What follows belongs to an exercise in optimizing a design on an open flow for small area, a short achievable clock period and few clock cycles per item; a production flow would make more cautious choices. In this exercise RTL edits were held to simulation tests only and were not proved equivalent to the original.

## aes_ctr_top
module aes_ctr_top (
    input  logic            clock,
    input  logic            reset,
    input  logic            start,
    input  logic            init,
    input  logic            key_valid,
    input  aes_pkg::key_t   aes_key,
    input  aes_pkg::half_t  nonce,
    input  aes_pkg::half_t  counter_init,
    input  aes_pkg::block_t data_in,
    output logic            ready,
    output logic            valid,
    output logic            busy,
    output aes_pkg::block_t data_out
);
Size: ~5,800 cells after synthesis, about 650 I/O pins, about 49,000 sq um of cells after synthesis.
==> flow/config.mk <==
export PLATFORM = sky130hd
export DESIGN_NAME = aes_ctr_top
export DESIGN_NICKNAME = aes_ctr_top
export VERILOG_FILES = /design/flow/design.v
export SDC_FILE = /design/flow/constraint.sdc
export NUM_CORES = 4
export LEC_CHECK = 0
export CAP_MARGIN = 20
export CORE_MARGIN = 2
export CORE_UTILIZATION = 55
export CTS_BUF_LIST = sky130_fd_sc_hd__clkbuf_4 sky130_fd_sc_hd__clkbuf_8
export PLACE_DENSITY = 0.7
export SETUP_SLACK_MARGIN = 1.5
export SLEW_MARGIN = 20
==> flow/constraint.sdc <==
create_clock -name core_clock -period 7.0 [get_ports {clock}]
set_input_delay 1.4000 -clock core_clock [delete_from_list [all_inputs] [get_ports {clock}]]
set_output_delay 1.4000 -clock core_clock [all_outputs]
set_load 0.01 [all_outputs]
standard.sh (not shown) runs the stock make flow with config.mk's settings and CLKGATE_MAP_FILE= SYNTH_SCRIPT=/design/flow/synth_recipe.tcl, a recipe that flattens the netlist after the stock synthesis.
==> flow/flow/run.sh <==
#!/bin/bash
# Own flow: the standard layout (standard.sh) with two changes:
#  - synthesis is the standard one except for the ABC script that maps the combinational
#    logic (flow/abc_nf.script, a &nf mapping, instead of ORFS's abc_speed/abc_area).
#    Registers are mapped before ABC runs, so they come out as in the standard synthesis;
#  - every input and output port still gets its own buffer, but a sky130_fd_sc_hd__buf_1
#    rather than the delay buffer buffer_ports picks by default.
# Each tool's log stays in orfs/logs/ under this folder; make's own output goes to flow_make.log.
set -euo pipefail
W=$PWD
sed 's#log_cmd abc {\*}$abc_args#log_cmd abc -script '"$W"'/flow/abc_nf.script {*}[lrange $abc_args 2 end]#' \
    "$FLOW_HOME/scripts/synth.tcl" > "$W/flow_synth.tcl"
grep -q "flow/abc_nf.script" "$W/flow_synth.tcl"
sed 's#$::env(SCRIPTS_DIR)/synth.tcl#'"$W"'/flow_synth.tcl#' "$W/synth_recipe.tcl" > "$W/flow_synth_recipe.tcl"
grep -q "flow_synth.tcl" "$W/flow_synth_recipe.tcl"
bash "$W/standard.sh" SYNTH_SCRIPT="$W/flow_synth_recipe.tcl" \
    "BUFFER_PORTS_ARGS=-buffer_cell sky130_fd_sc_hd__buf_1" finish > "$W/flow_make.log" 2>&1
==> flow/flow/abc_nf.script <==
strash
&get -n
&st
&dch
&nf
&put
topo
stime -c
Testbench counts at the start, summed over its fixed seeds: cycles 6,136, items 384.
Edit:
--- a/flow/flow/run.sh
+++ b/flow/flow/run.sh
@@ -3,3 +3,3 @@
 #  - synthesis is the standard one except for the ABC script that maps the combinational
-#    logic (flow/abc_nf.script, a &nf mapping, instead of ORFS's abc_speed/abc_area).
+#    logic (flow/abc_nf.script: a &nf mapping, then ABC's buffering and gate sizing, instead of ORFS's abc_speed/abc_area).
 #    Registers are mapped before ABC runs, so they come out as in the standard synthesis;
==> flow/flow/abc_nf.script (replaced) <==
strash
&get -n
&st
&dch
&nf
&put
topo
buffer -c
upsize -c
dnsize -c
stime -c
CORE_UTILIZATION = 45   (was 55)
PLACE_DENSITY = 0.6   (was 0.7)
SETUP_SLACK_MARGIN = 2.5   (was 1.5)
What happened:
- routed wire length climbs by a quarter to a third
- design area climbs by a quarter to a third
- utilization climbs by 0.37 points
- clock-buffer cell count drops by 2
Edit:
SETUP_SLACK_MARGIN = 1.0   (was 2.5)
Effect: The new run went through all stages and came out clean. Clock-buffer cell count shrinks by 1. Fmax shrinks by 7.7%. Area after synthesis is unchanged. Hold slack gets worse by 28 ps. Non-clock buffer count shrinks by 1122. Design area shrinks by 29%. Clock skew shrinks by 15 ps. Die area does not change. Setup slack gets worse by 440 ps.

========
aes_ctr_top, a different RTL version from the one above (not shown whole).
Size in the first run: ~530 flip-flops, ~650 I/O pins, ~0.049 mm² of cells after synthesis.
==> flow/config.mk <==
export PLATFORM = sky130hd
export DESIGN_NAME = aes_ctr_top
export DESIGN_NICKNAME = aes_ctr_top
export VERILOG_FILES = /design/flow/design.v
export SDC_FILE = /design/flow/constraint.sdc
export NUM_CORES = 4
export LEC_CHECK = 0
export ABC_AREA = 1
export CAP_MARGIN = 20
export CORE_MARGIN = 2
export CORE_UTILIZATION = 45
export PLACE_DENSITY = 0.6
export SLEW_MARGIN = 20
==> flow/constraint.sdc <==
create_clock -name core_clock -period 7.0 [get_ports {clock}]
set_input_delay 1.4000 -clock core_clock [delete_from_list [all_inputs] [get_ports {clock}]]
set_output_delay 1.4000 -clock core_clock [all_outputs]
set_load 0.01 [all_outputs]
==> flow/flow/run.sh <==
#!/bin/bash
# Own flow: the standard layout, with the standard synthesis changed only in the ABC
# script that maps the combinational logic (a &nf mapping instead of
# ORFS's abc_speed/abc_area scripts). Registers are mapped before ABC runs, so they
# come out as in the standard synthesis.
set -euo pipefail
W=$PWD
sed 's#log_cmd abc {\*}$abc_args#log_cmd abc -script '"$W"'/flow/abc_nf.script {*}[lrange $abc_args 2 end]#' \
    "$FLOW_HOME/scripts/synth.tcl" > "$W/flow_synth.tcl"
grep -q "flow/abc_nf.script" "$W/flow_synth.tcl"
sed 's#$::env(SCRIPTS_DIR)/synth.tcl#'"$W"'/flow_synth.tcl#' "$W/synth_recipe.tcl" > "$W/flow_synth_recipe.tcl"
grep -q "flow_synth.tcl" "$W/flow_synth_recipe.tcl"
bash "$W/standard.sh" SYNTH_SCRIPT="$W/flow_synth_recipe.tcl" finish > "$W/flow_make.log" 2>&1
==> flow/flow/abc_nf.script <==
strash
&get -n
&st
&dch
&nf
&put
topo
stime -c
Testbench counts at the start, summed over its fixed seeds: cycles 6,136, items 384.
Rerun with:
==> flow/flow/run.sh (replaced) <==
#!/bin/bash
# Own flow: the standard layout (standard.sh) with two changes:
#  - synthesis is the standard one except for the ABC script that maps the combinational
#    logic (flow/abc_nf.script, a &nf mapping, instead of ORFS's abc_speed/abc_area).
#    Registers are mapped before ABC runs, so they come out as in the standard synthesis;
#  - every input and output port still gets its own buffer, but a sky130_fd_sc_hd__buf_1
#    rather than the delay buffer buffer_ports picks by default.
# Each tool's log stays in orfs/logs/ under this folder; make's own output goes to flow_make.log.
set -euo pipefail
W=$PWD
sed 's#log_cmd abc {\*}$abc_args#log_cmd abc -script '"$W"'/flow/abc_nf.script {*}[lrange $abc_args 2 end]#' \
    "$FLOW_HOME/scripts/synth.tcl" > "$W/flow_synth.tcl"
grep -q "flow/abc_nf.script" "$W/flow_synth.tcl"
sed 's#$::env(SCRIPTS_DIR)/synth.tcl#'"$W"'/flow_synth.tcl#' "$W/synth_recipe.tcl" > "$W/flow_synth_recipe.tcl"
grep -q "flow_synth.tcl" "$W/flow_synth_recipe.tcl"
bash "$W/standard.sh" SYNTH_SCRIPT="$W/flow_synth_recipe.tcl" \
    "BUFFER_PORTS_ARGS=-buffer_cell sky130_fd_sc_hd__buf_1" finish > "$W/flow_make.log" 2>&1
ABC_AREA = unset   (was 1)
CTS_BUF_LIST = sky130_fd_sc_hd__clkbuf_4 sky130_fd_sc_hd__clkbuf_8   (was unset)
Result:
- The changed run finished with timing, DRC and antenna clean
- core utilization drops by 4.1 points
- die area stays the same
- hold slack degrades by 0.024 ns
- wire length is lower slightly
- final cell count increases slightly
- synthesized cell count is unchanged
- non-clock buffer count drops by 28
- worst setup slack is worse by 0.057 ns
- synthesized area is unchanged
- design area drops by a little under a tenth
Rerun with:
SETUP_SLACK_MARGIN = 1.5   (was unset)
The new run finished with timing, DRC and antenna clean.
Wire length is higher by about 4.5%.
Clock skew hardly moves.
Cell area is higher by about 13%.
Register-to-register slack improves by 1.1 ns.
Worst setup slack is better by 1.1 ns.
Maximum frequency went up by 20%.
Final cell count is higher by 2.5%.
Sequential share of layout area goes down by 2.0 points.

========
RTL: one of the versions met above, not the one the previous note started from.
Size in the first run: ~6000 cells after synthesis, roughly 530 flip-flops, roughly 650 I/O pins, roughly 52000 um^2 of cells after synthesis.
==> flow/config.mk <==
export PLATFORM = sky130hd
export DESIGN_NAME = aes_ctr_top
export DESIGN_NICKNAME = aes_ctr_top
export VERILOG_FILES = /design/flow/design.v
export SDC_FILE = /design/flow/constraint.sdc
export NUM_CORES = 4
export LEC_CHECK = 0
export CAP_MARGIN = 20
export CORE_MARGIN = 2
export CORE_UTILIZATION = 45
export CTS_BUF_LIST = sky130_fd_sc_hd__clkbuf_4 sky130_fd_sc_hd__clkbuf_8
export PLACE_DENSITY = 0.6
export SETUP_SLACK_MARGIN = 1.5
export SLEW_MARGIN = 20
==> flow/constraint.sdc <==
create_clock -name core_clock -period 7.0 [get_ports {clock}]
set_input_delay 1.4000 -clock core_clock [delete_from_list [all_inputs] [get_ports {clock}]]
set_output_delay 1.4000 -clock core_clock [all_outputs]
set_load 0.01 [all_outputs]
==> flow/flow/run.sh <==
#!/bin/bash
# Own flow: the standard layout (standard.sh) with two changes:
#  - synthesis is the standard one except for the ABC script that maps the combinational
#    logic (flow/abc_nf.script: a &nf mapping, then ABC's buffering and gate sizing, instead of ORFS's abc_speed/abc_area).
#    Registers are mapped before ABC runs, so they come out as in the standard synthesis;
#  - every input and output port still gets its own buffer, but a sky130_fd_sc_hd__buf_1
#    rather than the delay buffer buffer_ports picks by default.
# Each tool's log stays in orfs/logs/ under this folder; make's own output goes to flow_make.log.
set -euo pipefail
W=$PWD
sed 's#log_cmd abc {\*}$abc_args#log_cmd abc -script '"$W"'/flow/abc_nf.script {*}[lrange $abc_args 2 end]#' \
    "$FLOW_HOME/scripts/synth.tcl" > "$W/flow_synth.tcl"
grep -q "flow/abc_nf.script" "$W/flow_synth.tcl"
sed 's#$::env(SCRIPTS_DIR)/synth.tcl#'"$W"'/flow_synth.tcl#' "$W/synth_recipe.tcl" > "$W/flow_synth_recipe.tcl"
grep -q "flow_synth.tcl" "$W/flow_synth_recipe.tcl"
bash "$W/standard.sh" SYNTH_SCRIPT="$W/flow_synth_recipe.tcl" \
    "BUFFER_PORTS_ARGS=-buffer_cell sky130_fd_sc_hd__buf_1" finish > "$W/flow_make.log" 2>&1
==> flow/flow/abc_nf.script <==
strash
&get -n
&st
&dch
&nf
&put
topo
buffer -c
upsize -c
dnsize -c
stime -c
The baseline finished with timing, DRC and antenna clean.
Testbench counts at the start, summed over its fixed seeds: cycles 6,136, items 384.
Then changed:
--- a/flow/config.mk
+++ b/flow/config.mk
@@ -11,4 +11,4 @@
 export CTS_BUF_LIST = sky130_fd_sc_hd__clkbuf_4 sky130_fd_sc_hd__clkbuf_8
 export PLACE_DENSITY = 0.6
-export SETUP_SLACK_MARGIN = 1.5
+export SETUP_SLACK_MARGIN = 2.0
 export SLEW_MARGIN = 20
=> Die area is unchanged; setup slack gets better by 45 ps; area after synthesis does not change; clock skew is higher by 35 ps; cell area is higher by 21%; final cell count is higher by 7.8%; wire length is higher by 13%; maximum frequency is higher by 0.83%.
Then changed:
--- a/flow/config.mk
+++ b/flow/config.mk
@@ -11,4 +11,4 @@
 export CTS_BUF_LIST = sky130_fd_sc_hd__clkbuf_4 sky130_fd_sc_hd__clkbuf_8
 export PLACE_DENSITY = 0.6
-export SETUP_SLACK_MARGIN = 2.0
+export SETUP_SLACK_MARGIN = 1.25
 export SLEW_MARGIN = 20
Outcome: Routed wire length came out lower by roughly a tenth; fmax came out lower by a few percent; register-to-register slack gets worse by 180 ps; setup slack gets worse by 180 ps; synthesized area is unchanged.

## port drivers added, routing unchanged
The flow's constraints put no driver on any port. The routed layouts listed below were extracted and timed again, unchanged, in two steps.
Step 1 assumes that a clkbuf_16 drives the clock port and a buf_2 every other input.
Step 2 adds t to the input delays and takes it off the output delays; t is the mean of the earliest and latest rising clock arrival at the registers after step 1. Input paths then give back, and output paths get back, about the clock's delay inside the block.
a / b / c = no drivers / after step 1 / after step 2; a / b = the first two.
run | t, ns | slack for setup (ns) | cell pins on the clock port's net
the first run of note 1 | 0.834 | 1.364 / 1.364 / 1.364 | 1
the second run of note 1 | 0.849 | 1.689 / 1.689 / 1.591 | 1
the third run of note 1 | 0.859 | 1.248 / 1.248 / 1.248 | 1
the first run of note 2 | 0.722 | 0.483 / 0.483 / 0.483 | 1
the second run of note 2 | 0.852 | 0.425 / 0.425 / 0.425 | 1
the third run of note 2 | 0.861 | 1.535 / 1.535 / 1.535 | 1
the first run of note 3 | 0.847 | 1.546 / 1.546 / 1.546 | 1
the second run of note 3 | 0.876 | 1.591 / 1.591 / 1.591 | 1
the third run of note 3 | 0.851 | 1.416 / 1.416 / 1.416 | 1
After both steps every run listed still meets setup and hold. For the second run of note 1, which loses most, drivers alone change the setup slack by 0.000 ns; drivers and shift together by -0.098 ns.
